This design comes from an exercise in tuning for small area, a short achievable clock period and few clock cycles per item on the open sky130 flow, not from production work.
Function was not checked in any run shown here: the RTL went through the layout flow alone.
Power figures rest on the tool's default switching activity, not on a simulated workload.

**design/flow/config.mk**
```make
export PLATFORM = sky130hd
export DESIGN_NAME = bounded_ordered_set
export DESIGN_NICKNAME = bounded_ordered_set
export VERILOG_FILES = /design/flow/design.v
export SDC_FILE = /design/flow/constraint.sdc
export NUM_CORES = 4
export LEC_CHECK = 0
export CAP_MARGIN = 20
export CORE_MARGIN = 2
export CORE_UTILIZATION = 40
export SETUP_SLACK_MARGIN = 2.3
export SLEW_MARGIN = 20
```
**design/flow/constraint.sdc**
```tcl
create_clock -name core_clock -period 4.0 [get_ports {clock}]
set_input_delay 0.8000 -clock core_clock [delete_from_list [all_inputs] [get_ports {clock}]]
set_output_delay 0.8000 -clock core_clock [all_outputs]
set_load 0.01 [all_outputs]
```
**design/flow/design.v**
```verilog
package bos_pkg;
   localparam int CAPACITY = 8;
   localparam int VALUE_W  = 32;
   localparam int RSP_W    = 7;    
   localparam logic [3:0] CAP_LIMIT_RESET = 4'd8;
   typedef logic [VALUE_W-1:0] value_type;
   localparam logic [1:0] OP_INSERT = 2'd0;
   localparam logic [1:0] OP_REMOVE = 2'd1;
   localparam logic [1:0] ST_DONE      = 2'd0;
   localparam logic [1:0] ST_DUPLICATE = 2'd1;
   localparam logic [1:0] ST_FULL      = 2'd2;
   localparam logic [1:0] ST_NOT_FOUND = 2'd3;
endpackage
module bos_cell (
   input  logic               clock,
   input  logic               load,
   input  bos_pkg::value_type value,
   output logic               equal
);
   bos_pkg::value_type entry_ff;
   assign equal = (entry_ff == value);
   always_ff @(posedge clock) begin
      if (load) begin
         entry_ff <= value;
      end
   end
endmodule
module bounded_ordered_set (
   input  logic        clock,
   input  logic        reset,
   input  logic        req_tvalid,
   output logic        req_tready,
   input  logic [31:0] req_tdata,
   input  logic [1:0]  req_tuser,
   output logic        rsp_tvalid,
   input  logic        rsp_tready,
   output logic [7:0]  rsp_tdata,   
   input  logic        csr_we,
   input  logic [3:0]  csr_wdata
);
   localparam int N = bos_pkg::CAPACITY;
   localparam int W = bos_pkg::RSP_W;
   localparam int Q = 4;
   logic               r_valid_ff;
   bos_pkg::value_type r_value_ff;
   logic [1:0]         r_op_ff;
   logic [N-1:0]       valid_ff;
   logic [3:0]         limit_ff;    
   logic               a_valid_ff;
   logic               a_hit_ff;
   logic               a_insert_ff;
   logic               a_room_ff;
   logic [2:0]         q_cnt_ff;
   logic [W-1:0]       q_ff [Q];
   logic               rsp_valid_ff;
   logic [2:0]         out_cnt_ff;
   logic               ready_ff;
   logic [N-1:0]       equal;
   logic [N-1:0]       match;
   logic [N-1:0]       free_first;
   logic               hit_any;
   logic [3:0]         count;
   logic               room;
   logic               req_fire;
   logic               is_insert;
   logic               is_remove;
   logic               take;
   logic [1:0]         status;
   logic [W-1:0]       rsp_new;
   logic               pop;
   logic [2:0]         q_cnt_in;
   logic [2:0]         out_cnt_in;
   assign req_tready = ready_ff;
   assign req_fire   = req_tvalid && ready_ff;
   always_ff @(posedge clock) begin
      r_value_ff <= req_tdata;
      r_op_ff    <= req_tuser;
   end
   for (genvar i = 0; i < N; i++) begin : g_slot
      bos_cell u_cell (
         .clock (clock),
         .load  (!valid_ff[i]),
         .value (r_value_ff),
         .equal (equal[i])
      );
   end
   assign match   = equal & valid_ff;
   assign hit_any = |match;
   always_comb begin
      free_first = '0;
      for (int i = N - 1; i >= 0; i--) begin
         if (!valid_ff[i]) begin
            free_first = '0;
            free_first[i] = 1'b1;
         end
      end
   end
   always_comb begin
      count = '0;
      for (int i = 0; i < N; i++) begin
         count = count + {3'b000, valid_ff[i]};
      end
   end
   assign room      = count < limit_ff;
   assign is_insert = (r_op_ff == bos_pkg::OP_INSERT);
   assign is_remove = (r_op_ff == bos_pkg::OP_REMOVE);
   assign take      = r_valid_ff && is_insert && room;
   always_ff @(posedge clock) begin
      if (reset) begin
         valid_ff <= '0;
      end else begin
         for (int i = 0; i < N; i++) begin
            if (match[i] && ((r_valid_ff && is_remove) || take)) begin
               valid_ff[i] <= 1'b0;
            end else if (take && free_first[i]) begin
               valid_ff[i] <= 1'b1;
            end
         end
      end
   end
   always_ff @(posedge clock) begin
      a_hit_ff    <= hit_any;
      a_insert_ff <= is_insert;
      a_room_ff   <= room;
   end
   always_comb begin
      if (a_insert_ff) begin
         status = a_hit_ff ? bos_pkg::ST_DUPLICATE :
                  (a_room_ff ? bos_pkg::ST_DONE : bos_pkg::ST_FULL);
      end else begin
         status = a_hit_ff ? bos_pkg::ST_DONE : bos_pkg::ST_NOT_FOUND;
      end
   end
   assign rsp_new = {count, a_hit_ff, status};
   assign pop      = rsp_tready && rsp_valid_ff;
   assign q_cnt_in = q_cnt_ff + {2'b00, a_valid_ff} - {2'b00, pop};
   always_ff @(posedge clock) begin
      for (int k = 0; k < Q; k++) begin
         if (pop) begin
            if (k + 1 < Q && q_cnt_ff > 3'(k + 1)) begin
               q_ff[k] <= q_ff[(k + 1) % Q];
            end else begin
               q_ff[k] <= rsp_new;
            end
         end else if (q_cnt_ff <= 3'(k)) begin
            q_ff[k] <= rsp_new;
         end
      end
   end
   assign out_cnt_in = out_cnt_ff + {2'b00, req_fire} - {2'b00, pop};
   always_ff @(posedge clock) begin
      if (reset) begin
         r_valid_ff   <= 1'b0;
         a_valid_ff   <= 1'b0;
         limit_ff     <= bos_pkg::CAP_LIMIT_RESET;
         q_cnt_ff     <= '0;
         rsp_valid_ff <= 1'b0;
         out_cnt_ff   <= '0;
         ready_ff     <= 1'b1;
      end else begin
         r_valid_ff <= req_fire;
         a_valid_ff <= r_valid_ff;
         if (csr_we) begin
            limit_ff <= (csr_wdata > 4'd8) ? 4'd8 : csr_wdata;
         end
         q_cnt_ff     <= q_cnt_in;
         rsp_valid_ff <= (q_cnt_in != 3'd0);
         out_cnt_ff   <= out_cnt_in;
         ready_ff     <= (out_cnt_in < 3'(Q));
      end
   end
   assign rsp_tvalid = rsp_valid_ff;
   assign rsp_tdata  = {1'b0, q_ff[0]};
endmodule
```
**design/flow/run.sh**
```bash
#!/bin/bash
# synth_recipe.tcl (not shown) runs the flow's synth.tcl, then flattens the netlist and writes it again
# the make line also repeats each setting of config.mk as NAME=value (left out here)
make -C /OpenROAD-flow-scripts/flow DESIGN_CONFIG=/design/flow/config.mk WORK_HOME=/design/flow/orfs CLKGATE_MAP_FILE= SYNTH_SCRIPT=/design/flow/synth_recipe.tcl finish
```
==> results of run 1 <==
[how the worst max path moves through the flow]
stage          cells after the start                  endpoint                startpoint
2_1_floorplan                     12  valid_ff[5]$_SDFFE_PP0P_  valid_ff[6]$_SDFFE_PP0P_
3_3_place_gp                      14  valid_ff[2]$_SDFFE_PP0P_  valid_ff[0]$_SDFFE_PP0P_
3_5_place_dp                      14  valid_ff[2]$_SDFFE_PP0P_  valid_ff[0]$_SDFFE_PP0P_
4_1_cts                           14  valid_ff[2]$_SDFFE_PP0P_  valid_ff[0]$_SDFFE_PP0P_
5_1_grt                           14  valid_ff[2]$_SDFFE_PP0P_  valid_ff[0]$_SDFFE_PP0P_
6_report                          14  valid_ff[2]$_SDFFE_PP0P_  valid_ff[0]$_SDFFE_PP0P_
[logic make-up (layout without fill, tap and decap cells)]
kind of cell | count (synthesis) | in the layout | share of synthesized area
adders and majority gates | 20 | 20 | 0.0214
xor gates and xnor gates | 253 | 253 | 0.161
and+or+nand+nor | 137 | 137 | 0.0557
buffers and inverters | 73 | 235 | 0.0211
DFF | 343 | 343 | 0.704
muxes | 21 | 21 | 0.0172
AOI/OAI and AO/OA | 35 | 35 | 0.0194
other | 1 | 1 | 0.000272
[per-stage QoR]
step	hold slack, ps	utilization	setup WS, ps	std cells	power [uW]
final	426	0.505	-104	1493	8730
after global routing	450	0.505	-186	1493	9100
after CTS	433	0.501	-95.3	1486	8750
after detailed placement	426	0.453	-99.4	1395	5380
after global placement	426	0.453	-22.6	1395	5360
after floorplan	383	-	-8.71	883	5060
[placed cells by master, fill, tap and decap left out, types with 6 or more instances in the layout]
cell             instances
edfxtp_1               284
xnor2_1                195
buf_4                   60
xor2_1                  53
nand4_1                 52
clkdlybuf4s50_1         39
clkbuf_16               38
dfxtp_1                 29
inv_1                   24
dfxtp_2                 23
nor2_1                  20
mux2_4                  15
buf_6                   14
clkbuf_1                13
nor4_1                  11
inv_2                    9
nor3_1                   9
nand3_1                  8
buf_2                    8
nand2_1                  7
ha_1                     7
dfxtp_4                  7
ha_4                     6
clkinv_2                 6
[registers in the layout, indices dropped and copies added (netlist names)]
register and cells:
g_slot.u_cell.entry_ff 256, r_value_ff 32, q_ff 28, valid_ff 8, limit_ff 4, out_cnt_ff 3, q_cnt_ff 3, r_op_ff 2
a_hit_ff 1, a_insert_ff 1, a_room_ff 1, a_valid_ff 1, r_valid_ff 1, ready_ff 1, rsp_valid_ff 1
[metal layers]
layer | up-vias | GRT usage
met3 | 44 | 0.0260
met1 | 3645 | 0.234
li1 | 3455 | -
met4 | 0 | 0.0471
met2 | 186 | 0.272
met5 | - | 0
[cell type report]
class	instances	share of cell area
tap	448	0.0329
timing repair buffer	128	0.0687
clock buffer	56	0.0627
clock inverter	14	0.00691
multi-input combinational	467	0.246
inverter	37	0.00911
sequential	343	0.573
[power groups by stage]
stage               sequential (uW)  clock [uW]  combinational (uW)
global route                   4440        3540                1120
CTS                            4410        3390                 957
detailed placement             4480           0                 899
finish                         4410        3310                1010
floorplan                      4430           0                 622
global placement               4470           0                 886
[timing repair]
action	in CTS	in global routing
cloned	1	0
setup endpoints to repair	60	50
buffers inserted	20	7
pin swaps	15	7
gates resized for setup	130	20
==> impl_results.md, run 1 <==
* Outcome: finished with violations
* Layout check faults: setup timing
* Largest net degree at the start of global routing at 36
* Met2 routed WL at about 14,000 um
* Startpoint types: flip-flop
* Nets at 1,078
* Synth Area per Inst at 15.6 um^2
* Num ports at 53
* Initial antenna violation count at 0
* Area added between synthesis and finish at 23.5%
* Reg-to-reg critical path startpoint: valid_ff[0]$_SDFFE_PP0P_
* Fillcell total at approximately 2,800
* Tot GR Track Use at 0.167
* Number of synthesized register bits at 343
* Hold endpoint: a_insert_ff$_DFF_P_
* Worst vdd ir at 0.316 mV
* Clk network pwr share at 0.379
* Synth Warn # at 3
* Via Count at 7,330
* Hold Crit Depth at 1
* Syn_nets at between 900 and 1,000
* Synthesized instance count at about 900
* Arrival @ worst endpoint at 4530 ps
* Setup-failing EPs final at 7
* Unrepaired setup endpoints after global routing: yes
* Register area at 9760 um^2
* Worst hold path startpoint: r_op_ff[1]$_DFF_P_
* Die area at 36,000 um^2
* TritonCTS clock tree: done
* H-tree depth at 2
* Vias in the first global route at 7,234
* Slowest stage delay, CP at 520 ps
* Post-synth EDFFs at 284
* Flop pwr share at 0.505
* Psw at 2060 uW
* Dominant cell type by area after synthesis: edfxtp_1
* Routability cong. at 0.749
* Count leader, synth: edfxtp_1
* Reg2reg path depth at 14
* Largest delay contributor family on the critical path: adder cells
* Routed WL at 29,700 um
* Fin. max-slew vios at 0
* DR WL/cell at 19.9 um
* First DRT Iteration DRCs at 511
* Placed cell areas at 15,300 um^2
* GRT overflow at 0
* Max Used Layer: met4
* Worst path most repeated cell: fa_1
* DR vias/cell at 4.91
* Endpoint type of the worst setup path: flip-flop
* Required time of the worst setup path at 4430 ps
* Max Cap Viol at 0
* Clock sink count at 343
* Hold Vio Cnt, Final at 0
* Setup slack after layout at -104 ps
* Sequential-to-total area share from yosys stat at 0.704
* Int Pwr at 6670 uW
* Post-synth top flop: edfxtp_1
* Register-to-Register Setup Slack at -100 ps
* Die Height at 190 um
* Setup TNS Final at -227 ps
* TritonRoute pass-1 iters at 5
* Kind of critical path: reg -> reg
* Achievable clock frequency at between 200 and 250 MHz
* Clk slew on worst S/H paths at 60 ps
* CTS buffer count at 38
* DR WL met3 at 1710 um
* DRC viols at 0
* Worst-margin pin slew at 684 ps
* Final period utilization at 1.03
* Sw Ratio at 0.236
* Clk_skew at between 10 and 15 ps
* Die Width at ~190 um
* Commonest cells in the netlist: 284 x edfxtp_1, 198 x xnor2_1, 59 x dfxtp_1
* Core Region at 33,700 um^2
* Met1 WL at 13,300 um
* Relative slew margins at 0.542
* CTS hold repair buffers at 0
* Reg-to-Reg End: valid_ff[2]$_SDFFE_PP0P_
* Comb power frac at 0.116
* Power per cell area at 513 nW/um^2
* Asr flop ratio synth at 0
* Root Buffer: clkbuf_16
* Multi-input logic area at 4190 um^2
* Top-area cell type share of the netlist area at 0.619
* Yosys cell types at 45
* Leakage power at 0.00609 uW
* Antenna Diode Count at 0
* Share of cells above drive strength 1 at 0.237
* Initial Utilization at 0.409
* Dpl hpwl at 18,500 um
* Leading post-synthesis cells by cell area: edfxtp_1 62%, xnor2_1 13%, dfxtp_1 8.6%, xor2_1 3.5%, nand4_1 2.4%
* Slowest-stage cell, CP: fa_1
* Port bufs at between 50 and 60
* Layout Cell Area excl Fill at 17,000 um^2
* WP buf/inv at 3
* CP Cell Sequence: fa_1 > inv_1 > fa_1 > fa_1 > inv_2 > ha_4 > fa_1 > ha_1 > a21o_1 > a21o_1 > buf_4 > a2111oi_4 > a31oi_1 > nor3_1
* Mapped Area at 13,800 um^2
* Fin crit period at a little over 4000 ps
* Final ANT Viol Nets at 0
* Global-route wire length before repair at 45,100 um
* Maximum clock insertion buffer count at 3
* CP max FO at 3
* HP Class: reg -> reg
* Worst skew pair latency at about 520 ps
* FP Rows at 67
==> run 2, diff against run 1 <==
--- a/design/flow/design.v
+++ b/design/flow/design.v
@@ -51,4 +51,7 @@
    logic               a_insert_ff;
    logic               a_room_ff;
+   logic               a_inc_ff;    
+   logic               a_dec_ff;    
+   logic [3:0]         count_ff;    
    logic [2:0]         q_cnt_ff;
    logic [W-1:0]       q_ff [Q];
@@ -97,7 +100,9 @@
    end
    always_comb begin
-      count = '0;
-      for (int i = 0; i < N; i++) begin
-         count = count + {3'b000, valid_ff[i]};
+      count = count_ff;
+      if (a_inc_ff) begin
+         count = count_ff + 4'd1;
+      end else if (a_dec_ff) begin
+         count = count_ff - 4'd1;
       end
    end
@@ -117,4 +122,15 @@
             end
          end
+      end
+   end
+   always_ff @(posedge clock) begin
+      if (reset) begin
+         a_inc_ff <= 1'b0;
+         a_dec_ff <= 1'b0;
+         count_ff <= '0;
+      end else begin
+         a_inc_ff <= take && !hit_any;
+         a_dec_ff <= r_valid_ff && is_remove && hit_any;
+         count_ff <= count;
       end
    end
==> impl_results.md, run 2 <==
* Outcome: timing/DRC/antenna clean
* Initial Utilization at 0.405
* Sw Ratio at 0.237
* Largest delay contributor family on the critical path: compound AO/OA/AOI/OAI gates
* Core Region at 34,500 um^2
* Fin. max-slew vios at 0
* Setup slack after layout at 1590 ps
* Max Cap Viol at 0
* Leading post-synthesis cells by cell area: edfxtp_1 61%, xnor2_1 11%, dfxtp_1 9.3%, xor2_1 5.6%, nand4_1 2.1%
* Worst path most repeated cell: a21o_1
* Count leader, synth: edfxtp_1
* DR vias/cell at 4.94
* Required time of the worst setup path at between 4000 and 5000 ps
* Endpoint type of the worst setup path: flip-flop
* Largest regs: g_slot.u_cell.entry_ff: 256 flops, r_value_ff: 32 flops, q_ff: 28 flops
* Dominant cell type by area after synthesis: edfxtp_1
* Setup TNS Final at 0 ps
* First DRT Iteration DRCs at 371
* Slowest stage delay, CP at 370 ps
* Hold Vio Cnt, Final at 0
* Multi-input logic area at 4230 um^2
* Post-synth EDFFs at 284
* Antenna Diode Count at 0
* Post-synth top flop: edfxtp_1
* HP Class: reg -> reg
* Power per cell area at approximately 520 nW/um^2
* Unrepaired setup endpoints after global routing: yes
* Achievable clock frequency at 415 MHz
* Via Count at 7,384
* Largest register FFs at 256
* Die Width at around 190 um
* CTS buffer count at 38
* TritonRoute pass-1 iters at 4
* Port bufs at 51
* Startpoint types: flip-flop
* Arrival @ worst endpoint at ~2800 ps
* Final ANT Viol Nets at 0
* Final period utilization at 0.603
* Root Buffer: clkbuf_16
* Yosys cell types at 48
* Area added between synthesis and finish at 21.9%
* Routability cong. at about 0.76
* Register area at 9910 um^2
* Kind of critical path: reg -> reg
* Register-to-Register Setup Slack at 1590 ps
* Share of cells above drive strength 1 at 0.234
* Number of synthesized register bits at about 350
* Nets at 1,068
* Initial antenna violation count at 0
* FP Rows at 68
* Syn_nets at approximately 950
* Leakage power at 0.00605 uW
* Worst skew pair latency at 530 ps
* Maximum clock insertion buffer count at 3
* DP Worst Slack at 1170 ps
* Hold WS at about 460 ps
* Fin cells at between 1,000 and 1,500
* Int Pwr at 6780 uW
* Comb power frac at 0.113
* Clock sink count at 349
* TritonCTS clock tree: done
* Largest net degree at the start of global routing at 34
* Die Height at 191 um
* DR WL/cell at between 15 and 20 um
* Total power at about 9000 uW
* Synthesized instance count at about 890
* Synth Warn # at 3
* Fin crit period at approximately 2400 ps
* Asr flop ratio synth at 0
* Num ports at 53
* Vias in the first global route at 7,537
* Routed WL at 29,800 um
* Clk_skew at 21.0 ps
* Worst vdd ir at 0.416 mV
* DRC viols at 0
* Clk network pwr share at 0.382
* Global-route wire length before repair at 45,600 um
* Synth Area per Inst at 15.6 um^2
* CP Cell Sequence: inv_4 > ha_4 > nand2_2 > o21ai_2 > xor2_2 > ha_1 > a21o_1 > a21o_1 > buf_4 > buf_6 > a21oi_4 > o21ai_4 > o21ai_0 > a21oi_1
* Commonest non-fill, non-tap cell in the layout: edfxtp_1
* Tot GR Track Use at 0.167
* Placed Instances at 1,404
* H-tree depth at 2
* WP buf/inv at 3
* Commonest non-fill, non-tap cells in the layout: 284 x edfxtp_1, 169 x xnor2_1, 88 x xor2_1
* Psw at 2100 uW
* Setup-failing EPs final at 0
* Most flop-heavy register: g_slot.u_cell.entry_ff
* Flop pwr share at 0.505
* Commonest cells in the netlist: 284 x edfxtp_1, 172 x xnor2_1, 89 x xor2_1
* Fillcell total at 2,933
* Relative slew margins at 0.482
* Sequential-to-total area share from yosys stat at 0.705
* Slowest-stage cell, CP: dfxtp_4
* Clk slew on worst S/H paths at 60 ps
* Top-area cell type share of the netlist area at 0.611
* Mapped Area at 14,000 um^2
* GRT overflow at 0
* Dpl hpwl at 19,000 um
* CP max FO at 6
* Worst-margin pin slew at 776 ps
* Die area at 36,400 um^2
-- run 2: changes by cell type after synthesis, sizes merged, moves of 3 or more --
cell / change
xnor2: -26
inv: -11
o21ai: +9
or4: -5
nor4: +7
clkbuf: -28
buf: +28
a21oi: +5
nand4: -5
nand3: +3
fa: -4
o22ai: -4
xor2: +34
dfxtp: +6
-- run 2: layer usage --
metal,vias to the layer above,wire (um),global-route usage
li1,3458,-,-
met1,3715,13200,0.220
met2,168,14500,0.283
met3,43,1380,0.0289
met4,0,706,0.0480
met5,-,0,0
-- run 2: kinds of logic after synthesis --
group                    after synthesis  synth area share
AO/OA/AOI/OAI                         39            0.0207
XOR/XNOR                             261             0.164
adder cells (fa/ha/maj)               14            0.0136
buffers and inverters                 62            0.0200
flip-flops                           349             0.705
multiplexers                          21            0.0169
other                                  1          0.000269
AND/OR/NAND/NOR                      147            0.0601
-- run 2: repair_timing --
item                       in CTS  in global routing
gates resized for setup       116                 29
pin swaps                      23                 22
setup endpoints to repair      62                 80
hold buffers                    0                  0
buffers inserted               14                  8
-- run 2: area by class of cell --
class / count / area share
repair buffers: 113 / 0.0572
flip-flops and latches: 349 / 0.582
multi-input cells: 483 / 0.248
inverters: 26 / 0.00713
clock inverters: 13 / 0.00640
clock buffers: 57 / 0.0649
well taps: 455 / 0.0335
-- run 2: power by group through the flow --
stage	registers [uW]	clock network, uW	logic [uW]
2_1_floorplan	4500	0	629
3_5_place_dp	4560	0	887
6_report	4490	3390	1010
5_1_grt	4520	3630	1110
4_1_cts	4490	3480	952
3_3_place_gp	4550	0	875
-- run 2: stage by stage --
step / area, um^2 / util
2_1_floorplan: 14200 / -
3_3_place_gp: 15300 / 0.445
3_5_place_dp: 15300 / 0.445
4_1_cts: 16800 / 0.489
5_1_grt: 17000 / 0.494
6_report: 17000 / 0.494
-- run 2: final timing paths --
kind,start,to,depth (start not counted)
worst max-delay path,count_ff[1]$_SDFF_PP0_,valid_ff[7]$_SDFFE_PP0P_,14
worst min-delay path,r_op_ff[1]$_DFF_P_,a_insert_ff$_DFF_P_,1
worst max register to register,count_ff[1]$_SDFF_PP0_,valid_ff[7]$_SDFFE_PP0P_,14
worst min register to register,r_op_ff[1]$_DFF_P_,a_insert_ff$_DFF_P_,1
==> run 3, diff against run 2 <==
--- a/design/flow/design.v
+++ b/design/flow/design.v
@@ -46,12 +46,13 @@
    logic [1:0]         r_op_ff;
    logic [N-1:0]       valid_ff;
-   logic [3:0]         limit_ff;    
+   logic [N:0]         count_ff;    
+   logic [N:0]         count_now;
+   logic [N-1:0]       below_ff;    
    logic               a_valid_ff;
    logic               a_hit_ff;
    logic               a_insert_ff;
    logic               a_room_ff;
-   logic               a_inc_ff;    
-   logic               a_dec_ff;    
-   logic [3:0]         count_ff;    
+   logic               a_inc_ff;
+   logic               a_dec_ff;
    logic [2:0]         q_cnt_ff;
    logic [W-1:0]       q_ff [Q];
@@ -100,12 +101,10 @@
    end
    always_comb begin
-      count = count_ff;
-      if (a_inc_ff) begin
-         count = count_ff + 4'd1;
-      end else if (a_dec_ff) begin
-         count = count_ff - 4'd1;
-      end
-   end
-   assign room      = count < limit_ff;
+      count = '0;
+      for (int k = 0; k <= N; k++) begin
+         count = count | ({4{count_now[k]}} & 4'(k));
+      end
+   end
+   assign room      = |(count_now[N-1:0] & below_ff);
    assign is_insert = (r_op_ff == bos_pkg::OP_INSERT);
    assign is_remove = (r_op_ff == bos_pkg::OP_REMOVE);
@@ -124,13 +123,21 @@
       end
    end
+   always_comb begin
+      count_now = count_ff;
+      if (a_inc_ff) begin
+         count_now = {count_ff[N-1:0], 1'b0};
+      end else if (a_dec_ff) begin
+         count_now = {1'b0, count_ff[N:1]};
+      end
+   end
    always_ff @(posedge clock) begin
       if (reset) begin
+         count_ff <= (N+1)'(1);
          a_inc_ff <= 1'b0;
          a_dec_ff <= 1'b0;
-         count_ff <= '0;
-      end else begin
+      end else begin
+         count_ff <= count_now;
          a_inc_ff <= take && !hit_any;
          a_dec_ff <= r_valid_ff && is_remove && hit_any;
-         count_ff <= count;
       end
    end
@@ -169,5 +176,7 @@
          r_valid_ff   <= 1'b0;
          a_valid_ff   <= 1'b0;
-         limit_ff     <= bos_pkg::CAP_LIMIT_RESET;
+         for (int k = 0; k < N; k++) begin
+            below_ff[k] <= (4'(k) < bos_pkg::CAP_LIMIT_RESET);
+         end
          q_cnt_ff     <= '0;
          rsp_valid_ff <= 1'b0;
@@ -178,5 +187,7 @@
          a_valid_ff <= r_valid_ff;
          if (csr_we) begin
-            limit_ff <= (csr_wdata > 4'd8) ? 4'd8 : csr_wdata;
+            for (int k = 0; k < N; k++) begin
+               below_ff[k] <= (4'(k) < csr_wdata);
+            end
          end
          q_cnt_ff     <= q_cnt_in;
--- a/design/flow/config.mk
+++ b/design/flow/config.mk
@@ -9,4 +9,4 @@
 export CORE_MARGIN = 2
 export CORE_UTILIZATION = 40
-export SETUP_SLACK_MARGIN = 2.3
+export SETUP_SLACK_MARGIN = 2.2
 export SLEW_MARGIN = 20
==> impl_results.md, run 3 <==
* Outcome: timing/DRC/antenna clean
* Post-synth EDFFs at ~280
* Port bufs at 51
* Startpoint types: flip-flop
* Largest register FFs at 256
* Reg-to-reg critical path startpoint: a_dec_ff$_SDFF_PP0_
* Number of synthesized register bits at 358
* Clock sink count at 358
* Relative slew margins at 0.431
* Via Count at 7,960
* Leading post-synthesis cells by cell area: edfxtp_1 60%, xnor2_1 12%, dfxtp_1 10%, xor2_1 3.7%, nand4_1 2.4%
* DR vias/cell at between 5 and 6
* Most flop-heavy register: g_slot.u_cell.entry_ff
* Synth Area per Inst at 15.0 um^2
* Clk slew on worst S/H paths at 60 ps
* Mux share of post-synthesis cell area at 0.0224
* Max Cap Viol at 0
* TritonRoute pass-1 iters at 5
* Routability cong. at just over 0.8
* Synth Area in Compound Gates at 0.0279
* Post-synth top flop: edfxtp_1
* Yosys cell types at 52
* Sw Ratio at 0.236
* Global-route wire length before repair at 51,600 um
* DR WL/cell at 21.8 um
* Layout Cell Area excl Fill at approximately 18,000 um^2
* Routed WL at 34,400 um
* Register-to-Register Setup Slack at 1710 ps
* Endpoint type of the worst setup path: flip-flop
* H-tree depth at 2
* Die Height at 193 um
* FP Rows at 69
* Setup TNS Final at 0 ps
* Share of cells above drive strength 1 at 0.257
* Core Region at around 35,000 um^2
* Die area at approximately 37,000 um^2
* HP Class: reg -> reg
* Syn_nets at 1,005
* Area added between synthesis and finish at 25.4%
* Worst skew pair latency at 530 ps
* Comb power frac at 0.115
* Nets at 1,141
* Initial antenna violation count at 0
* Largest net degree at the start of global routing at 34
* Total power at 9220 uW
* Final period utilization at 0.574
* Mapped Area at around 14,000 um^2
* Fin cells at approximately 1,600
* CTS buffer count at 39
* Power per cell area at 513 nW/um^2
* First DRT Iteration DRCs at 558
* TritonCTS clock tree: done
* Unrepaired setup endpoints after global routing: yes
* Achievable clock frequency at 436 MHz
* Num ports at 53
* Vias in the first global route at 7,964
* Tot GR Track Use at 0.183
* Adder and majority gate portion of the synthesized area at 0.00891
* Leakage power at 0.00640 uW
* CP max FO at 6
* Largest regs: g_slot.u_cell.entry_ff: 256 flops, r_value_ff: 32 flops, q_ff: 28 flops
* Hold Vio Cnt, Final at 0
* Worst-margin pin slew at about 850 ps
* Commonest non-fill, non-tap cells in the layout: 284 x edfxtp_1, 189 x xnor2_1, 57 x xor2_1
* Psw at 2170 uW
* Commonest cells in the netlist: 284 x edfxtp_1, 193 x xnor2_1, 74 x dfxtp_1
* Root Buffer: clkbuf_16
* Top-area cell type share of the netlist area at 0.595
* Fillcell total at 3,005
* Asr flop ratio synth at 0
* Final Util at 0.507
* Die Width at between 150 and 200 um
* CP Launch Point: a_dec_ff$_SDFF_PP0_
* Placed cell areas at 15,700 um^2
* Int Pwr at 7050 uW
* Post-Synth XOR/XNOR Area at 0.155
* Final ANT Viol Nets at 0
* Dominant cell type by area after synthesis: edfxtp_1
* Fin. max-slew vios at 0
* Antenna Diode Count at 0
* Setup-failing EPs final at 0
* Synth Warn # at 3
* Kind of critical path: reg -> reg
* Count leader, synth: edfxtp_1
* Largest family of logic cells by synthesized area: XOR/XNOR gates
* Maximum clock insertion buffer count at 3
* DRC viols at 0
* Arrival @ worst endpoint at 2740 ps
* GRT overflow at 0
* Fin crit period at 2290 ps
* Flop pwr share at 0.494
* Placed Instances at 1,461
* Synthesized instance count at 953
* Clk network pwr share at 0.390
* Worst vdd ir at 0.362 mV
* Simple-gate share of the synthesized area at 0.0669
* Clk_skew at 19.0 ps
* Sequential-to-total area share from yosys stat at 0.699
* Initial Utilization at 0.405
* Required time of the worst setup path at 4440 ps
* Commonest non-fill, non-tap cell in the layout: edfxtp_1
* Worst hold path startpoint: r_op_ff[1]$_DFF_P_
* Dpl hpwl at 21,800 um
==> run 3: critical path, stage by stage, from the launching register on <==
cell     delay (ps)
dfxtp_4         380
buf_6           140
buf_6           110
a211o_1         270
a32o_2          280
or4_4           540
or3_1           340
a31oi_1         150
==> run 3: path summary, 6_finish.rpt <==
kind | end | cells after the start
max reg2reg | valid_ff[0]$_SDFFE_PP0P_ | 7
min reg2reg | a_insert_ff$_DFF_P_ | 1
min | a_insert_ff$_DFF_P_ | 1
max | valid_ff[0]$_SDFFE_PP0P_ | 7
==> run 3: kinds of logic after synthesis <==
family | after synthesis
XOR/XNOR | 253
multiplexers | 29
buffers and inverters | 74
adder cells (fa/ha/maj) | 9
AO/OA/AOI/OAI | 57
flip-flops | 358
AND/OR/NAND/NOR | 172
other | 1
==> run 3: cell type report <==
class,count,area (um^2),share of cell area
timing repair buffer,137,1340,0.0745
inverter,32,135,0.00752
clock inverter,19,180,0.0100
tap,461,577,0.0321
sequential,358,10100,0.562
multi-input combinational,521,4530,0.252
clock buffer,51,1110,0.0619
==> run 3: stage by stage <==
stage,hold slack [ps],setup slack [ps]
after floorplan,407,1770
after global placement,420,1120
after detailed placement,420,1120
after CTS,441,1730
after global routing,467,1630
final,453,1710
==> run 3: layer usage <==
| layer | vias to the layer above | share of wire | global-route usage |
|---|---|---|---|
| met5 | - | 0 | 0 |
| met4 | 0 | 0.024 | 0.0498 |
| met3 | 53 | 0.055 | 0.0284 |
| met2 | 198 | 0.47 | 0.294 |
| met1 | 3992 | 0.45 | 0.261 |
| li1 | 3717 | - | - |
==> run 3: power by group through the flow <==
stage	clock network [uW]	registers, uW	logic [uW]
6_report	3600	4560	1060
5_1_grt	3810	4590	1170
4_1_cts	3680	4560	1040
3_5_place_dp	0	4640	952
3_3_place_gp	0	4630	942
2_1_floorplan	0	4600	633
==> run 3: timing repair <==
item / 4_1_cts / 5_1_grt
resized for setup: 174 / 42
hold buffers: 0 / 0
setup endpoints to repair: 47 / 64
buffers inserted: 38 / 10
pin swaps: 31 / 28
gates cloned: 0 / 0
==> run 4, diff against run 3 <==
--- a/design/flow/design.v
+++ b/design/flow/design.v
@@ -47,5 +47,4 @@
    logic [N-1:0]       valid_ff;
    logic [N:0]         count_ff;    
-   logic [N:0]         count_now;
    logic [N-1:0]       below_ff;    
    logic               a_valid_ff;
@@ -53,6 +52,4 @@
    logic               a_insert_ff;
    logic               a_room_ff;
-   logic               a_inc_ff;
-   logic               a_dec_ff;
    logic [2:0]         q_cnt_ff;
    logic [W-1:0]       q_ff [Q];
@@ -103,8 +100,8 @@
       count = '0;
       for (int k = 0; k <= N; k++) begin
-         count = count | ({4{count_now[k]}} & 4'(k));
+         count = count | ({4{count_ff[k]}} & 4'(k));
       end
    end
-   assign room      = |(count_now[N-1:0] & below_ff);
+   assign room      = |(count_ff[N-1:0] & below_ff);
    assign is_insert = (r_op_ff == bos_pkg::OP_INSERT);
    assign is_remove = (r_op_ff == bos_pkg::OP_REMOVE);
@@ -123,21 +120,11 @@
       end
    end
-   always_comb begin
-      count_now = count_ff;
-      if (a_inc_ff) begin
-         count_now = {count_ff[N-1:0], 1'b0};
-      end else if (a_dec_ff) begin
-         count_now = {1'b0, count_ff[N:1]};
-      end
-   end
    always_ff @(posedge clock) begin
       if (reset) begin
          count_ff <= (N+1)'(1);
-         a_inc_ff <= 1'b0;
-         a_dec_ff <= 1'b0;
-      end else begin
-         count_ff <= count_now;
-         a_inc_ff <= take && !hit_any;
-         a_dec_ff <= r_valid_ff && is_remove && hit_any;
+      end else if (take && !hit_any) begin
+         count_ff <= {count_ff[N-1:0], 1'b0};
+      end else if (r_valid_ff && is_remove && hit_any) begin
+         count_ff <= {1'b0, count_ff[N:1]};
       end
    end
--- a/design/flow/config.mk
+++ b/design/flow/config.mk
@@ -9,4 +9,4 @@
 export CORE_MARGIN = 2
 export CORE_UTILIZATION = 40
-export SETUP_SLACK_MARGIN = 2.2
+export SETUP_SLACK_MARGIN = 2.4
 export SLEW_MARGIN = 20
==> impl_results.md, run 4 <==
* Outcome: timing/DRC/antenna clean
* Top-area cell type share of the netlist area at 0.596
* Share of cells above drive strength 1 at 0.346
* Unrepaired setup endpoints after global routing: yes
* Via Count at 8,075
* Setup-failing EPs final at 0
* Fin cells at roughly 1,600
* Initial antenna violation count at 0
* Commonest non-fill, non-tap cells in the layout: 284 x edfxtp_1, 122 x xor2_1, 101 x xnor2_1
* Setup TNS Final at 0 ps
* Final Util at 0.536
* Number of synthesized register bits at ~360
* Dpl hpwl at 20,700 um
* Power per cell area at 510 nW/um^2
* Core Region at 35,400 um^2
* Area added between synthesis and finish at 32.6%
* Maximum clock insertion buffer count at 3
* Vias in the first global route at about 7,900
* DR WL/cell at roughly 21 um
* Num ports at 53
* Tot GR Track Use at 0.184
* Die Height at 193 um
* Global-route wire length before repair at 50,100 um
* Endpoint type of the worst setup path: flip-flop
* Syn_nets at 976
* HP Class: reg -> reg
* Asr flop ratio synth at 0
* Worst vdd ir at 0.417 mV
* Sequential-to-total area share from yosys stat at 0.697
* Die Width at 193 um
* Largest regs: g_slot.u_cell.entry_ff: 256 flops, r_value_ff: 32 flops, q_ff: 28 flops
* Largest net degree at the start of global routing at 35
* Initial Utilization at 0.404
* Synthesized instance count at 924
* Layout Cell Area excl Fill at 19,000 um^2
* Clock sink count at 356
* Port bufs at 51
* Root Buffer: clkbuf_16
* Dominant cell type by area after synthesis: edfxtp_1
* Nets at 1,179
* First DRT Iteration DRCs at 604
* CTS buffer count at 39
* Clk_skew at between 30 and 40 ps
* Leakage power at 0.00706 uW
* Die area at roughly 37,000 um^2
* Final period utilization at 0.621
* Worst skew pair latency at 540 ps
* Max Cap Viol at 0
* Leading post-synthesis cells by cell area: edfxtp_1 60%, dfxtp_1 10%, xor2_1 8.4%, xnor2_1 7.3%, nor4_1 1.6%
* Arrival @ worst endpoint at about 2900 ps
* Worst-margin pin slew at just under 1000 ps
* Mapped Area at roughly 14,000 um^2
* Antenna Diode Count at 0
* Final ANT Viol Nets at 0
* TritonCTS clock tree: done
* Placed cell areas at 15,600 um^2
* Largest register FFs at between 200 and 300
* Fin. max-slew vios at 0
* Routability cong. at 0.813
* TritonRoute pass-1 iters at 5
* DR vias/cell at 4.99
* Kind of critical path: reg -> reg
* Placed Instances at 1,432
* Post-synth EDFFs at 284
* Clk slew on worst S/H paths at 60 ps
* H-tree depth at 2
* Post-synth top flop: edfxtp_1
* Fin crit period at roughly 2500 ps
* Required time of the worst setup path at around 4400 ps
* CP max FO at 8
* Hold Vio Cnt, Final at 0
* Yosys cell types at 46
* GRT overflow at 0
* Achievable clock frequency at between 400 and 500 MHz
* Count leader, synth: edfxtp_1
* FP Rows at 69
* DRC viols at 0
* Commonest cells in the netlist: 284 x edfxtp_1, 138 x xor2_1, 119 x xnor2_1
* Synth Warn # at 3
* Startpoint types: flip-flop
* Most flop-heavy register: g_slot.u_cell.entry_ff
* Total power at 9690 uW
* Synth Area per Inst at 15.5 um^2
* Commonest non-fill, non-tap cell in the layout: edfxtp_1
* Routed WL at approximately 35,000 um
* Relative slew margins at 0.346
==> run 4: cell count changes in the layout (fill, tap and decap cells not counted), sizes merged, moves of 9 or more <==
cell   delta
xnor2    -74
o221a     +9
xor2     +78
nor4     +17
buf      +62
nand4    -19
==> run 4: path summary, 6_finish.rpt <==
path / depth (start not counted) / end / slack, ps / start
hold / removal: 1 / a_insert_ff$_DFF_P_ / 440 / r_op_ff[1]$_DFF_P_
setup / recovery: 10 / count_ff[2]$_SDFFE_PP0P_ / 1520 / r_value_ff[22]$_DFF_P_
hold reg to reg: 1 / a_insert_ff$_DFF_P_ / 440 / r_op_ff[1]$_DFF_P_
setup reg to reg: 10 / count_ff[2]$_SDFFE_PP0P_ / 1520 / r_value_ff[22]$_DFF_P_
==> run 4: logic make-up after synthesis <==
family / synth area share
AO/OA/AOI/OAI: 0.0254
XOR/XNOR: 0.157
adder cells (fa/ha/maj): 0.00892
buffers and inverters: 0.0325
flip-flops: 0.697
multiplexers: 0.0172
other: 0.000262
AND/OR/NAND/NOR: 0.0618
==> run 4: per-layer routing <==
metal	part of all wire	track usage	wire length [um]	up-vias
met2	0.49	0.311	17000	212
met4	0.033	0.0524	1140	0
met5	0	0	0	-
met1	0.43	0.247	14900	4068
li1	-	-	-	3735
met3	0.046	0.0273	1590	60
==> run 4: worst max-delay path, cell delays in order (launching register included) <==
cell,delay [ps]
dfxtp_4,350
buf_12,140
buf_12,130
xor2_1,150
nor4_1,360
nand3_1,190
nor3_4,260
or4_4,200
nor2_4,40
or2_4,270
o221a_1,270
==> run 4: layout make-up <==
type,instances,area (um^2)
clock buffers,57,1140
clock inverters,15,260
fillers,2879,16400
inverters,36,158
multi-input cells,494,4750
flip-flops and latches,356,10100
well taps,461,577
repair buffers,200,1990
==> run 4: through the flow <==
step	hold slack (ps)	setup slack, ps
floorplan	407	1800
global placement	421	865
detailed placement	419	824
CTS	443	1510
global route	460	1440
finish	441	1520
==> run 4: timing repair <==
action	in CTS	in global routing
resized for setup	190	76
pin swaps	48	62
endpoints found under the setup margin	69	70
gates cloned	1	1
hold buffers	0	0
setup buffers	74	39
==> run 4: report_power, final <==
group | leakage (uW) | switching (uW) | internal (uW)
logic | 0.00276 | 612 | 635
registers | 0.00362 | 192 | 4370
clock network | 0.000681 | 1460 | 2430
==> run 5, diff against run 4 <==
--- a/design/flow/design.v
+++ b/design/flow/design.v
@@ -41,8 +41,5 @@
    localparam int N = bos_pkg::CAPACITY;
    localparam int W = bos_pkg::RSP_W;
-   localparam int Q = 4;
-   logic               r_valid_ff;
-   bos_pkg::value_type r_value_ff;
-   logic [1:0]         r_op_ff;
+   localparam int Q = 3;
    logic [N-1:0]       valid_ff;
    logic [N:0]         count_ff;    
@@ -52,8 +49,8 @@
    logic               a_insert_ff;
    logic               a_room_ff;
-   logic [2:0]         q_cnt_ff;
+   logic [1:0]         q_cnt_ff;
    logic [W-1:0]       q_ff [Q];
    logic               rsp_valid_ff;
-   logic [2:0]         out_cnt_ff;
+   logic [1:0]         out_cnt_ff;
    logic               ready_ff;
    logic [N-1:0]       equal;
@@ -70,17 +67,13 @@
    logic [W-1:0]       rsp_new;
    logic               pop;
-   logic [2:0]         q_cnt_in;
-   logic [2:0]         out_cnt_in;
+   logic [1:0]         q_cnt_in;
+   logic [1:0]         out_cnt_in;
    assign req_tready = ready_ff;
    assign req_fire   = req_tvalid && ready_ff;
-   always_ff @(posedge clock) begin
-      r_value_ff <= req_tdata;
-      r_op_ff    <= req_tuser;
-   end
    for (genvar i = 0; i < N; i++) begin : g_slot
       bos_cell u_cell (
          .clock (clock),
          .load  (!valid_ff[i]),
-         .value (r_value_ff),
+         .value (req_tdata),
          .equal (equal[i])
       );
@@ -104,7 +97,7 @@
    end
    assign room      = |(count_ff[N-1:0] & below_ff);
-   assign is_insert = (r_op_ff == bos_pkg::OP_INSERT);
-   assign is_remove = (r_op_ff == bos_pkg::OP_REMOVE);
-   assign take      = r_valid_ff && is_insert && room;
+   assign is_insert = (req_tuser == bos_pkg::OP_INSERT);
+   assign is_remove = (req_tuser == bos_pkg::OP_REMOVE);
+   assign take      = req_fire && is_insert && room;
    always_ff @(posedge clock) begin
       if (reset) begin
@@ -112,5 +105,5 @@
       end else begin
          for (int i = 0; i < N; i++) begin
-            if (match[i] && ((r_valid_ff && is_remove) || take)) begin
+            if (match[i] && ((req_fire && is_remove) || take)) begin
                valid_ff[i] <= 1'b0;
             end else if (take && free_first[i]) begin
@@ -125,5 +118,5 @@
       end else if (take && !hit_any) begin
          count_ff <= {count_ff[N-1:0], 1'b0};
-      end else if (r_valid_ff && is_remove && hit_any) begin
+      end else if (req_fire && is_remove && hit_any) begin
          count_ff <= {1'b0, count_ff[N:1]};
       end
@@ -144,22 +137,21 @@
    assign rsp_new = {count, a_hit_ff, status};
    assign pop      = rsp_tready && rsp_valid_ff;
-   assign q_cnt_in = q_cnt_ff + {2'b00, a_valid_ff} - {2'b00, pop};
+   assign q_cnt_in = q_cnt_ff + {1'b0, a_valid_ff} - {1'b0, pop};
    always_ff @(posedge clock) begin
       for (int k = 0; k < Q; k++) begin
          if (pop) begin
-            if (k + 1 < Q && q_cnt_ff > 3'(k + 1)) begin
+            if (k + 1 < Q && q_cnt_ff > 2'(k + 1)) begin
                q_ff[k] <= q_ff[(k + 1) % Q];
             end else begin
                q_ff[k] <= rsp_new;
             end
-         end else if (q_cnt_ff <= 3'(k)) begin
+         end else if (q_cnt_ff <= 2'(k)) begin
             q_ff[k] <= rsp_new;
          end
       end
    end
-   assign out_cnt_in = out_cnt_ff + {2'b00, req_fire} - {2'b00, pop};
+   assign out_cnt_in = out_cnt_ff + {1'b0, req_fire} - {1'b0, pop};
    always_ff @(posedge clock) begin
       if (reset) begin
-         r_valid_ff   <= 1'b0;
          a_valid_ff   <= 1'b0;
          for (int k = 0; k < N; k++) begin
@@ -171,6 +163,5 @@
          ready_ff     <= 1'b1;
       end else begin
-         r_valid_ff <= req_fire;
-         a_valid_ff <= r_valid_ff;
+         a_valid_ff <= req_fire;
          if (csr_we) begin
             for (int k = 0; k < N; k++) begin
@@ -179,7 +170,7 @@
          end
          q_cnt_ff     <= q_cnt_in;
-         rsp_valid_ff <= (q_cnt_in != 3'd0);
+         rsp_valid_ff <= (q_cnt_in != 2'd0);
          out_cnt_ff   <= out_cnt_in;
-         ready_ff     <= (out_cnt_in < 3'(Q));
+         ready_ff     <= (out_cnt_in < 2'(Q));
       end
    end
==> impl_results.md, run 5 <==
* Endpoint type of the worst setup path: flip-flop
* Post-synth EDFFs at 277
* FP Rows at 66
* Fillcell total at 2,488
* Unrepaired setup endpoints after global routing: yes
* Synth Warn # at 3
* Fin crit period at 2500 ps
* TritonCTS clock tree: done
* Largest net degree at the start of global routing at 35
* Die Height at 185 um
* Commonest non-fill, non-tap cells in the layout: 277 x edfxtp_1, 107 x xnor2_1, 105 x xnor2_2
* Most flop-heavy register: g_slot.u_cell.entry_ff
* Fin. max-slew vios at 0
* Initial Utilization at 0.405
* Reg-to-Reg End: count_ff[0]$_SDFFE_PP1P_
* Mapped Area at 13,100 um^2
* Sequential-to-total area share from yosys stat at 0.688
* Top-area cell type share of the netlist area at 0.634
* Share of cells above drive strength 1 at 0.401
* Synth Area per Inst at 15.4 um^2
* Post-synth top flop: edfxtp_1
* Asr flop ratio synth at 0
* CP Launch Point: req_tdata[14]
* Synthesized instance count at between 800 and 900
* Outcome: timing/DRC/antenna clean
* Startpoint types: input port
* HP Class: reg -> reg
* TritonRoute pass-1 iters at 5
* Largest regs: g_slot.u_cell.entry_ff: 256 flops, q_ff: 21 flops, count_ff: 9 flops
* Leakage power at 0.00710 uW
* Routed WL at ~36,000 um
* DR WL/cell at 23.1 um
* Final ANT Viol Nets at 0
* Worst setup path endpoint: count_ff[0]$_SDFFE_PP1P_
* DRC viols at 0
* Achievable clock frequency at 400 MHz
* Antenna Diode Count at 0
* Setup TNS Final at 0 ps
* Core Region at 32,400 um^2
* Hold Vio Cnt, Final at 0
* Register-to-Register Setup Slack at 1580 ps
* Worst skew pair latency at 510 ps
* Via Count at roughly 8,000
* Global-route wire length before repair at approximately 52,000 um
* Maximum clock insertion buffer count at 3
* Relative slew margins at 0.600
* Kind of critical path: in -> reg
* CTS hold repair buffers at 0
* Routability cong. at 0.836
* Worst-margin pin slew at 596 ps
* Setup slack after layout at between 1500 and 2000 ps
* Clk slew on worst S/H paths at about 60 ps
* Initial antenna violation count at 1
* Dominant cell type by area after synthesis: edfxtp_1
* Clk_skew at roughly 18 ps
* Placed Instances at 1,372
* Reg-to-reg critical path startpoint: g_slot[6].u_cell.entry_ff[3]$_DFFE_PN_
* Max Cap Viol at 0
* Final period utilization at 0.625
* Count leader, synth: edfxtp_1
* Nets at 1,127
* Clock sink count at 312
* Setup-failing EPs final at 0
* DR vias/cell at ~5
* Die Width at 185 um
* Fin cells at 1,548
* Commonest cells in the netlist: 277 x edfxtp_1, 218 x xnor2_1, 57 x nand4_1
* Worst vdd ir at 0.298 mV
* Largest register FFs at 256
* Num ports at 53
* Commonest non-fill, non-tap cell in the layout: edfxtp_1
* Syn_nets at 900
* Arrival @ worst endpoint at just under 3000 ps
* Power per cell area at 444 nW/um^2
* Required time of the worst setup path at 4400 ps
* First DRT Iteration DRCs at approximately 770
* Reg2reg path depth at 8
* Vias in the first global route at 7,965
* GRT overflow at 0
* Leading post-synthesis cells by cell area: edfxtp_1 63%, xnor2_1 15%, dfxtp_1 5.3%, xor2_1 2.8%, nand4_1 2.7%
* Yosys cell types at 42
* Number of synthesized register bits at between 300 and 400
* H-tree depth at 2
* Dpl hpwl at 18,800 um
* DP Worst Slack at around 180 ps
* Die area at between 30,000 and 40,000 um^2
* Tot GR Track Use at 0.214
* Root Buffer: clkbuf_16
* Port bufs at 51
* CTS buffer count at 35
* Total power at 8240 uW
* CP max FO at 8
* Area added between synthesis and finish at 41.4%
[run 5: power breakdown]
group,switching [uW],internal [uW]
clock network,1290,1680
logic,570,683
registers,156,3860
total,2010,6220
[run 5: worst min path at each step]
stage	start	end	cells after the start
after floorplan	below_ff[3]$_SDFFE_PP1P_	below_ff[3]$_SDFFE_PP1P_	2
after global placement	below_ff[3]$_SDFFE_PP1P_	below_ff[3]$_SDFFE_PP1P_	2
after CTS	req_tdata[15]	g_slot[7].u_cell.entry_ff[15]$_DFFE_PN_	1
final	below_ff[3]$_SDFFE_PP1P_	below_ff[3]$_SDFFE_PP1P_	2
after global routing	req_tdata[15]	g_slot[7].u_cell.entry_ff[15]$_DFFE_PN_	1
after detailed placement	below_ff[3]$_SDFFE_PP1P_	below_ff[3]$_SDFFE_PP1P_	2
[run 5: stage by stage]
step	cell area, um^2	hold WS (ps)	util
final	18500	484	0.573
after global routing	18500	480	0.573
after CTS	18200	480	0.564
after detailed placement	15000	476	0.463
after global placement	15000	449	0.463
after floorplan	13700	430	-
[run 5: cells by family (layout without fill, tap and decap cells)]
logic type      Yosys count  count (layout)  share of synthesized area
simple gates            153             153                     0.0643
flops                   312             312                      0.688
other cells               1               1                   0.000286
fa+ha+maj                 4               4                    0.00382
mux                      10              11                    0.00878
compound gates           46              46                     0.0252
xor+xnor                261             261                      0.175
buf+inv                  66             318                     0.0347
[run 5: what timing repair did]
action	4_1_cts	5_1_grt
resized for setup	392	42
endpoints found under the setup margin	58	44
pin swaps	108	42
setup buffers	84	7
cloned	22	0
[run 5: final cells by class]
cell class	instances	area (um^2)	share of cell area
Multi-Input combinational cell	476	4960	0.268
Tap cell	442	553	0.0298
Clock inverter	14	83.8	0.00452
Clock buffer	49	960	0.0518
Inverter	29	116	0.00628
Sequential cell	312	9030	0.487
Timing Repair Buffer	226	2830	0.153
[run 5: per-layer routing]
layer,global-route usage,share of wire,vias up
met2,0.370,0.51,254
met5,0,0.00028,-
met3,0.0332,0.061,56
met4,0.0667,0.024,2
li1,-,-,3591
met1,0.278,0.40,4059
[run 5: critical path, stage by stage]
cell and delay [ps]:
buf_6 110, buf_12 160, buf_12 130, xnor2_2 110, nand4_1 130, nor4_2 300
nand4_1 260, nand4_4 190, nor2_4 60, mux2_4 330, a221o_1 290
==> run 6, diff against run 5 <==
--- a/design/flow/design.v
+++ b/design/flow/design.v
@@ -43,6 +43,5 @@
    localparam int Q = 3;
    logic [N-1:0]       valid_ff;
-   logic [N:0]         count_ff;    
-   logic [N-1:0]       below_ff;    
+   logic [3:0]         limit_ff;    
    logic               a_valid_ff;
    logic               a_hit_ff;
@@ -92,9 +91,9 @@
    always_comb begin
       count = '0;
-      for (int k = 0; k <= N; k++) begin
-         count = count | ({4{count_ff[k]}} & 4'(k));
+      for (int i = 0; i < N; i++) begin
+         count = count + {3'b000, valid_ff[i]};
       end
    end
-   assign room      = |(count_ff[N-1:0] & below_ff);
+   assign room      = count < limit_ff;
    assign is_insert = (req_tuser == bos_pkg::OP_INSERT);
    assign is_remove = (req_tuser == bos_pkg::OP_REMOVE);
@@ -111,13 +110,4 @@
             end
          end
-      end
-   end
-   always_ff @(posedge clock) begin
-      if (reset) begin
-         count_ff <= (N+1)'(1);
-      end else if (take && !hit_any) begin
-         count_ff <= {count_ff[N-1:0], 1'b0};
-      end else if (req_fire && is_remove && hit_any) begin
-         count_ff <= {1'b0, count_ff[N:1]};
       end
    end
@@ -155,7 +145,5 @@
       if (reset) begin
          a_valid_ff   <= 1'b0;
-         for (int k = 0; k < N; k++) begin
-            below_ff[k] <= (4'(k) < bos_pkg::CAP_LIMIT_RESET);
-         end
+         limit_ff     <= bos_pkg::CAP_LIMIT_RESET;
          q_cnt_ff     <= '0;
          rsp_valid_ff <= 1'b0;
@@ -165,7 +153,5 @@
          a_valid_ff <= req_fire;
          if (csr_we) begin
-            for (int k = 0; k < N; k++) begin
-               below_ff[k] <= (4'(k) < csr_wdata);
-            end
+            limit_ff <= (csr_wdata > 4'd8) ? 4'd8 : csr_wdata;
          end
          q_cnt_ff     <= q_cnt_in;
--- a/design/flow/config.mk
+++ b/design/flow/config.mk
@@ -9,4 +9,4 @@
 export CORE_MARGIN = 2
 export CORE_UTILIZATION = 40
-export SETUP_SLACK_MARGIN = 2.4
+export SETUP_SLACK_MARGIN = 2.3
 export SLEW_MARGIN = 20
==> impl_results.md, run 6 <==
* Number of synthesized register bits at between 200 and 300
* Routability cong. at 0.738
* CTS buffer count at 34
* Die area at 33,000 um^2
* Nets at 1,038
* Syn_nets at 894
* Largest regs: g_slot.u_cell.entry_ff: 256 flops, q_ff: 21 flops, valid_ff: 8 flops
* Initial Utilization at 0.404
* Dominant cell type by area after synthesis: edfxtp_1
* Synth Warn # at 3
* Root Buffer: clkbuf_16
* Most flop-heavy register: g_slot.u_cell.entry_ff
* Synthesized instance count at approximately 840
* Port bufs at 51
* Grt met3 use at 0.0213
* Worst hold path startpoint: limit_ff[2]$_SDFFE_PP0P_
* Commonest non-fill, non-tap cell in the layout: edfxtp_1
* Met2 usage at 0.272
* Reg2reg path depth at 14
* Hold Crit Depth at 2
* GRT busiest layer: met2
* Post-synth EDFFs at 277
* Total power at 7490 uW
* WP buf/inv at 3
* DR WL/cell at approximately 20 um
* Register-to-Register Setup Slack at -110 ps
* CTS hold repair buffers at 0
* Largest net degree at the start of global routing at 36
* Via Count at 6,995
* Fillcell total at 2,615
* CP Cell Sequence: fa_1 > inv_2 > fa_1 > fa_1 > inv_2 > ha_4 > fa_2 > ha_4 > a21o_1 > a21o_1 > a2111oi_4 > buf_4 > a41oi_2 > a211oi_1
* Num ports at 53
* Commonest non-fill, non-tap cells in the layout: 277 x edfxtp_1, 218 x xnor2_1, 65 x buf_4
* TritonRoute pass-1 iters at 5
* Tot GR Track Use at 0.171
* Commonest cells in the netlist: 277 x edfxtp_1, 220 x xnor2_1, 57 x nand4_1
* Antenna Diode Count at 0
* Hold WS at 468 ps
* Startpoint types: flip-flop
* Die Height at 182 um
* Count leader, synth: edfxtp_1
* Core Region at 31,300 um^2
* Fin. max-slew vios at 0
* Maximum clock insertion buffer count at 3
* FP Rows at 65
* Unrepaired setup endpoints after global routing: yes
* Power per cell area at 478 nW/um^2
* DP Worst Slack at -125 ps
* Worst vdd ir at 0.262 mV
* Register area at 8770 um^2
* Slowest-stage cell, CP: fa_2
* Arrival @ worst endpoint at 4530 ps
* Largest register FFs at 256
* Area added between synthesis and finish at 23.8%
* Layout check faults: setup timing
* Achievable clock frequency at ~240 MHz
* Reg-to-Reg End: valid_ff[7]$_SDFFE_PP0P_
* TritonCTS clock tree: done
* Kind of critical path: reg -> reg
* Worst-margin pin slew at 1040 ps
* Hold Vio Cnt, Final at 0
* Dpl hpwl at ~18,000 um
* Critical path depth in cells at 14
* Mapped Area at 12,600 um^2
* Setup slack after layout at -114 ps
* CP max FO at 3
* Setup-failing EPs final at 7
* Final ANT Viol Nets at 0
* Leakage power at 0.00553 uW
* Initial antenna violation count at 0
* Die Width at approximately 180 um
* Sequential-to-total area share from yosys stat at 0.693
* GR Util met1 at 0.245
* First DRT Iteration DRCs at 559
* Fin crit period at 4110 ps
* GRT overflow at 0
* Worst path most repeated cell: fa_1
* Endpoint type of the worst setup path: flip-flop
* Reg-to-reg critical path startpoint: valid_ff[0]$_SDFFE_PP0P_
* Top-area cell type share of the netlist area at 0.658
* Post-synth top flop: edfxtp_1
* Worst skew pair latency at 510 ps
* DRC viols at 0
* Setup TNS Final at -533 ps
* Relative slew margins at 0.298
* Required time of the worst setup path at between 4000 and 5000 ps
* HP Class: reg -> reg
* Clock sink count at 299
* Vias in the first global route at between 6,000 and 7,000
* Clk slew on worst S/H paths at 60 ps
* Hold endpoint: limit_ff[2]$_SDFFE_PP0P_
* Outcome: finished with violations
* Share of cells above drive strength 1 at 0.199
* DR vias/cell at between 4 and 5
* Leading post-synthesis cells by cell area: edfxtp_1 66%, xnor2_1 15%, dfxtp_1 3.5%, xor2_1 2.9%, nand4_1 2.8%
* Multi-input logic area at about 3900 um^2
* Global-route wire length before repair at 42,400 um
* Max Cap Viol at 0
* Yosys cell types at 34
* Largest delay contributor family on the critical path: adder cells
* Synth Area per Inst at 15.1 um^2
* Routed WL at 27,900 um
* H-tree depth at 2
* Slowest stage delay, CP at 550 ps
* Final period utilization at 1.03
* Asr flop ratio synth at 0
* Clk_skew at 11.3 ps
run 6: cell count changes in the layout (fill, tap and decap cells not counted), sizes merged, moves of 9 or more:
cell           delta
nand2            +21
inv               -9
dfxtp            -13
bufbuf           -14
buf             -101
clkdlybuf4s15    +10
mux2             -10
dlygate4sd2      +18
run 6: worst max-delay path by stage:
| stage | start | end |
|---|---|---|
| finish | valid_ff[0]$_SDFFE_PP0P_ | valid_ff[7]$_SDFFE_PP0P_ |
| global route | valid_ff[0]$_SDFFE_PP0P_ | valid_ff[6]$_SDFFE_PP0P_ |
| CTS | valid_ff[0]$_SDFFE_PP0P_ | valid_ff[4]$_SDFFE_PP0P_ |
| detailed placement | valid_ff[0]$_SDFFE_PP0P_ | valid_ff[4]$_SDFFE_PP0P_ |
| global placement | valid_ff[0]$_SDFFE_PP0P_ | valid_ff[3]$_SDFFE_PP0P_ |
| floorplan | valid_ff[6]$_SDFFE_PP0P_ | valid_ff[7]$_SDFFE_PP0P_ |
run 6: cell type report:
type / count / share of cell area
Clock buffer: 49 / 0.0580
Tap cell: 402 / 0.0321
Sequential cell: 299 / 0.560
Multi-Input combinational cell: 478 / 0.247
Timing Repair Buffer: 143 / 0.0887
Inverter: 24 / 0.00744
Clock inverter: 13 / 0.00688
run 6: timing repair:
action,in CTS,in global routing
pin swaps,9,9
gates cloned,1,0
hold endpoints to repair,0,0
endpoints found under the setup margin,66,71
resized for setup,136,23
setup buffers,29,4
run 6: power breakdown:
group	internal [uW]	switching, uW
Combinational	406	428
Sequential	3690	102
Clock	1660	1210
run 6: stage by stage:
step / instance area, um^2 / cells / utilization
2_1_floorplan: 13000 / 836 / -
3_3_place_gp: 14100 / 1312 / 0.449
3_5_place_dp: 14100 / 1312 / 0.449
4_1_cts: 15500 / 1404 / 0.495
5_1_grt: 15600 / 1408 / 0.500
6_report: 15600 / 1408 / 0.500
run 6: logic make-up after synthesis:
group,Yosys count,share of synthesized area
xor+xnor,262,0.182
flops,299,0.693
fa+ha+maj,15,0.0172
buf+inv,59,0.0210
other cells,1,0.000297
compound gates,30,0.0164
simple gates,170,0.0707
run 6: tightest hold or removal path, delay by kind of cell (launching register included):
| family | cells | cell delay (ps) |
|---|---|---|
| AO/OA/AOI/OAI | 1 | 50 |
| AND/OR/NAND/NOR | 1 | 60 |
| flip-flops | 1 | 310 |
run 6: metal layers:
layer,vias to the layer above,part of all wire
met3,41,0.035
met1,3525,0.47
met4,0,0.023
met2,127,0.47
met5,-,0
li1,3302,-
==> run 7, diff against run 6 <==
--- a/design/flow/design.v
+++ b/design/flow/design.v
@@ -48,4 +48,7 @@
    logic               a_insert_ff;
    logic               a_room_ff;
+   logic               a_inc_ff;    
+   logic               a_dec_ff;    
+   logic [3:0]         count_ff;    
    logic [1:0]         q_cnt_ff;
    logic [W-1:0]       q_ff [Q];
@@ -90,7 +93,9 @@
    end
    always_comb begin
-      count = '0;
-      for (int i = 0; i < N; i++) begin
-         count = count + {3'b000, valid_ff[i]};
+      count = count_ff;
+      if (a_inc_ff) begin
+         count = count_ff + 4'd1;
+      end else if (a_dec_ff) begin
+         count = count_ff - 4'd1;
       end
    end
@@ -110,4 +115,15 @@
             end
          end
+      end
+   end
+   always_ff @(posedge clock) begin
+      if (reset) begin
+         a_inc_ff <= 1'b0;
+         a_dec_ff <= 1'b0;
+         count_ff <= '0;
+      end else begin
+         a_inc_ff <= take && !hit_any;
+         a_dec_ff <= req_fire && is_remove && hit_any;
+         count_ff <= count;
       end
    end
==> impl_results.md, run 7 <==
* Global-route wire length before repair at 46,200 um
* Achievable clock frequency at 424 MHz
* Port bufs at 51
* Mapped Area at 12,800 um^2
* Die Width at 183 um
* Leakage power at 0.00602 uW
* Final ANT Viol Nets at 0
* Largest delay contributor family on the critical path: compound AO/OA/AOI/OAI gates
* Unrepaired setup endpoints after global routing: yes
* Arrival @ worst endpoint at approximately 2800 ps
* Maximum clock insertion buffer count at 3
* Routability cong. at approximately 0.8
* Reg2reg path depth at 12
* FP Rows at 65
* Nets at 1,061
* Yosys cell types at 43
* Share of cells above drive strength 1 at 0.306
* Area added between synthesis and finish at 28.7%
* DR vias/cell at 5.05
* TritonCTS clock tree: done
* Register-to-Register Setup Slack at 1640 ps
* Worst skew pair latency at approximately 530 ps
* Synth Warn # at 3
* Die Height at 183 um
* Sequential-to-total area share from yosys stat at 0.693
* Final period utilization at 0.590
* Setup TNS Final at 0 ps
* Synth Area per Inst at between 15 and 20 um^2
* Startpoint types: flip-flop
* DR WL/cell at between 20 and 25 um
* Reg-to-reg critical path startpoint: count_ff[1]$_SDFF_PP0_
* TritonRoute pass-1 iters at 5
* Most flop-heavy register: g_slot.u_cell.entry_ff
* Setup-failing EPs final at 0
* Relative slew margins at 0.340
* Worst-margin pin slew at 980 ps
* Fin crit period at 2360 ps
* Syn_nets at 898
* Fillcell total at 2,611
* Core Region at roughly 32,000 um^2
* Die area at 33,500 um^2
* Dpl hpwl at 19,900 um
* Vias in the first global route at 7,207
* Kind of critical path: reg -> reg
* Routed WL at 31,100 um
* Largest net degree at the start of global routing at 35
* CTS buffer count at 34
* DRC viols at 0
* Largest regs: g_slot.u_cell.entry_ff: 256 flops, q_ff: 21 flops, valid_ff: 8 flops
* Hold Crit Depth at 2
* Commonest non-fill, non-tap cell in the layout: edfxtp_1
* Power per cell area at about 470 nW/um^2
* Synthesized instance count at 846
* Tot GR Track Use at 0.189
* Slowest-stage cell, CP: dfxtp_4
* Post-synth EDFFs at roughly 280
* Antenna Diode Count at 0
* Endpoint type of the worst setup path: flip-flop
* Required time of the worst setup path at 4420 ps
* CTS hold repair buffers at 0
* Max Cap Viol at 0
* Leading post-synthesis cells by cell area: edfxtp_1 65%, xnor2_1 12%, xor2_1 6.4%, dfxtp_1 4.4%, nand4_1 2.3%
* Root Buffer: clkbuf_16
* Outcome: timing/DRC/antenna clean
* Clock sink count at about 310
* Commonest non-fill, non-tap cells in the layout: 277 x edfxtp_1, 138 x xnor2_1, 87 x xor2_1
* CP Cell Sequence: inv_4 > ha_4 > inv_2 > o21ai_4 > xor2_2 > ha_4 > a21oi_4 > o211ai_1 > a211oi_4 > and3_4 > a21oi_1 > nor3_1
* Fin. max-slew vios at 0
* Num ports at 53
* Reg-to-Reg End: valid_ff[4]$_SDFFE_PP0P_
* Largest register FFs at 256
* Asr flop ratio synth at 0
* GRT overflow at 0
* HP Class: reg -> reg
* Worst path most repeated cell: ha_4
* Slowest stage delay, CP at 370 ps
* Clk_skew at 29.8 ps
* DP Worst Slack at 665 ps
* Post-synth top flop: edfxtp_1
* Initial Utilization at 0.406
* H-tree depth at 2
* Worst hold path startpoint: limit_ff[1]$_SDFFE_PP0P_
* Dominant cell type by area after synthesis: edfxtp_1
* Hold Vio Cnt, Final at 0
* Via Count at 7,241
* First DRT Iteration DRCs at 621
* Hold endpoint: limit_ff[1]$_SDFFE_PP0P_
* Number of synthesized register bits at 305
* Initial antenna violation count at 0
* Commonest cells in the netlist: 277 x edfxtp_1, 169 x xnor2_1, 93 x xor2_1
* CP max FO at 4
* Setup slack after layout at about 1600 ps
* Worst vdd ir at approximately 0.37 mV
* WP buf/inv at 2
* Clk slew on worst S/H paths at 60 ps
* Top-area cell type share of the netlist area at 0.649
* Count leader, synth: edfxtp_1
==> run 7: how the worst max path moves through the flow <==
stage                                    end  depth (start not counted)  slack (ps)                    from
global placement         a_inc_ff$_SDFF_PP0_                          8         650           req_tdata[28]
global route        valid_ff[4]$_SDFFE_PP0P_                         12        1510  count_ff[0]$_SDFF_PP0_
finish              valid_ff[4]$_SDFFE_PP0P_                         12        1640  count_ff[1]$_SDFF_PP0_
floorplan           valid_ff[7]$_SDFFE_PP0P_                          9        1830     a_inc_ff$_SDFF_PP0_
detailed placement          a_hit_ff$_DFF_P_                          8         670           req_tdata[31]
CTS                 valid_ff[4]$_SDFFE_PP0P_                         10        1680     a_inc_ff$_SDFF_PP0_
==> run 7: layer usage <==
metal  GRT usage  share of wire  up-vias
li1            -              -     3365
met1       0.261           0.45     3636
met2       0.310           0.49      190
met3      0.0310          0.049       50
met4      0.0506          0.019        0
met5           0              0        -
==> run 7: cells by family after synthesis <==
| group | synth area share |
|---|---|
| buffers and inverters | 0.0254 |
| flip-flops | 0.693 |
| AO/OA/AOI/OAI | 0.0185 |
| XOR/XNOR | 0.179 |
| other | 0.000293 |
| AND/OR/NAND/NOR | 0.0717 |
| multiplexers | 0.00351 |
| adder cells (fa/ha/maj) | 0.00879 |
==> run 7: layout make-up <==
type | count | area (um^2) | area share
clock buffer | 43 | 906 | 0.0549
clock inverter | 17 | 126 | 0.00766
inverter | 25 | 105 | 0.00637
multi-input combinational | 479 | 4360 | 0.265
sequential | 305 | 8900 | 0.540
tap | 402 | 503 | 0.0305
timing repair buffer | 164 | 1590 | 0.0964
==> run 7: repair_timing <==
item / CTS / global route
pin swaps: 55 / 43
setup endpoints to repair: 64 / 40
gates cloned: 2 / 1
buffers inserted: 38 / 15
resized for setup: 323 / 64
==> run 7: power breakdown <==
| part | switching, uW | total, uW | internal, uW | leakage [uW] |
|---|---|---|---|---|
| clock | 1230 | 2910 | 1680 | 0.000497 |
| combinational | 483 | 942 | 460 | 0.00235 |
| sequential | 112 | 3860 | 3750 | 0.00317 |
| total | 1830 | 7710 | 5880 | 0.00602 |
==> run 7: per-stage QoR <==
step	total power (uW)	util	cell area, um^2	instances	hold WS, ps
floorplan	4400	-	13000	846	445
global placement	4700	0.450	14200	1319	458
detailed placement	4720	0.450	14200	1319	463
CTS	7720	0.507	16000	1419	471
global route	8010	0.523	16500	1435	497
finish	7710	0.523	16500	1435	472
==> run 7: worst min-delay path, stage by stage (launching register included) <==
cell	delay, ps
dfxtp_1	310
nand2b_1	60
a21oi_1	50

[port drivers added, routing unchanged]
No port has a modelled driver above. Below, the same layouts with a new extraction and two added sets of constraints.
Step 1, drivers: a clkbuf_16 drives clock and a buf_2 each remaining input, both assumed.
Step 2 moves the port delays by t, midway between the first and last clock arrival at a register: inputs arrive t later, outputs are due t later. That takes back most of the time a late clock gives input paths.
Three values: no drivers, after step 1, after step 2; two values: the first two.
run	t (ns)	setup WS [ns]	clock arrival spread, ns	worst data-port slew with drivers (ns)	pins driven straight from the clock port
run 1	0.561	-0.104 / -0.104 / -0.104	0.015 / 0.015	0.05	1
run 2	0.575	1.589 / 1.589 / 1.589	0.025 / 0.025	0.05	1
run 3	0.568	1.706 / 1.706 / 1.218	0.021 / 0.020	0.04	1
run 4	0.576	1.515 / 1.515 / 1.515	0.036 / 0.037	0.05	1
run 5	0.559	1.500 / 1.517 / 0.958	0.026 / 0.026	0.06	1
run 6	0.552	-0.114 / -0.114 / -0.114	0.014 / 0.015	0.04	1
run 7	0.565	1.641 / 1.641 / 1.349	0.030 / 0.031	0.06	1
For run 5, which loses most, drivers alone change the setup slack by +0.017 ns; drivers and shift together by -0.542 ns.
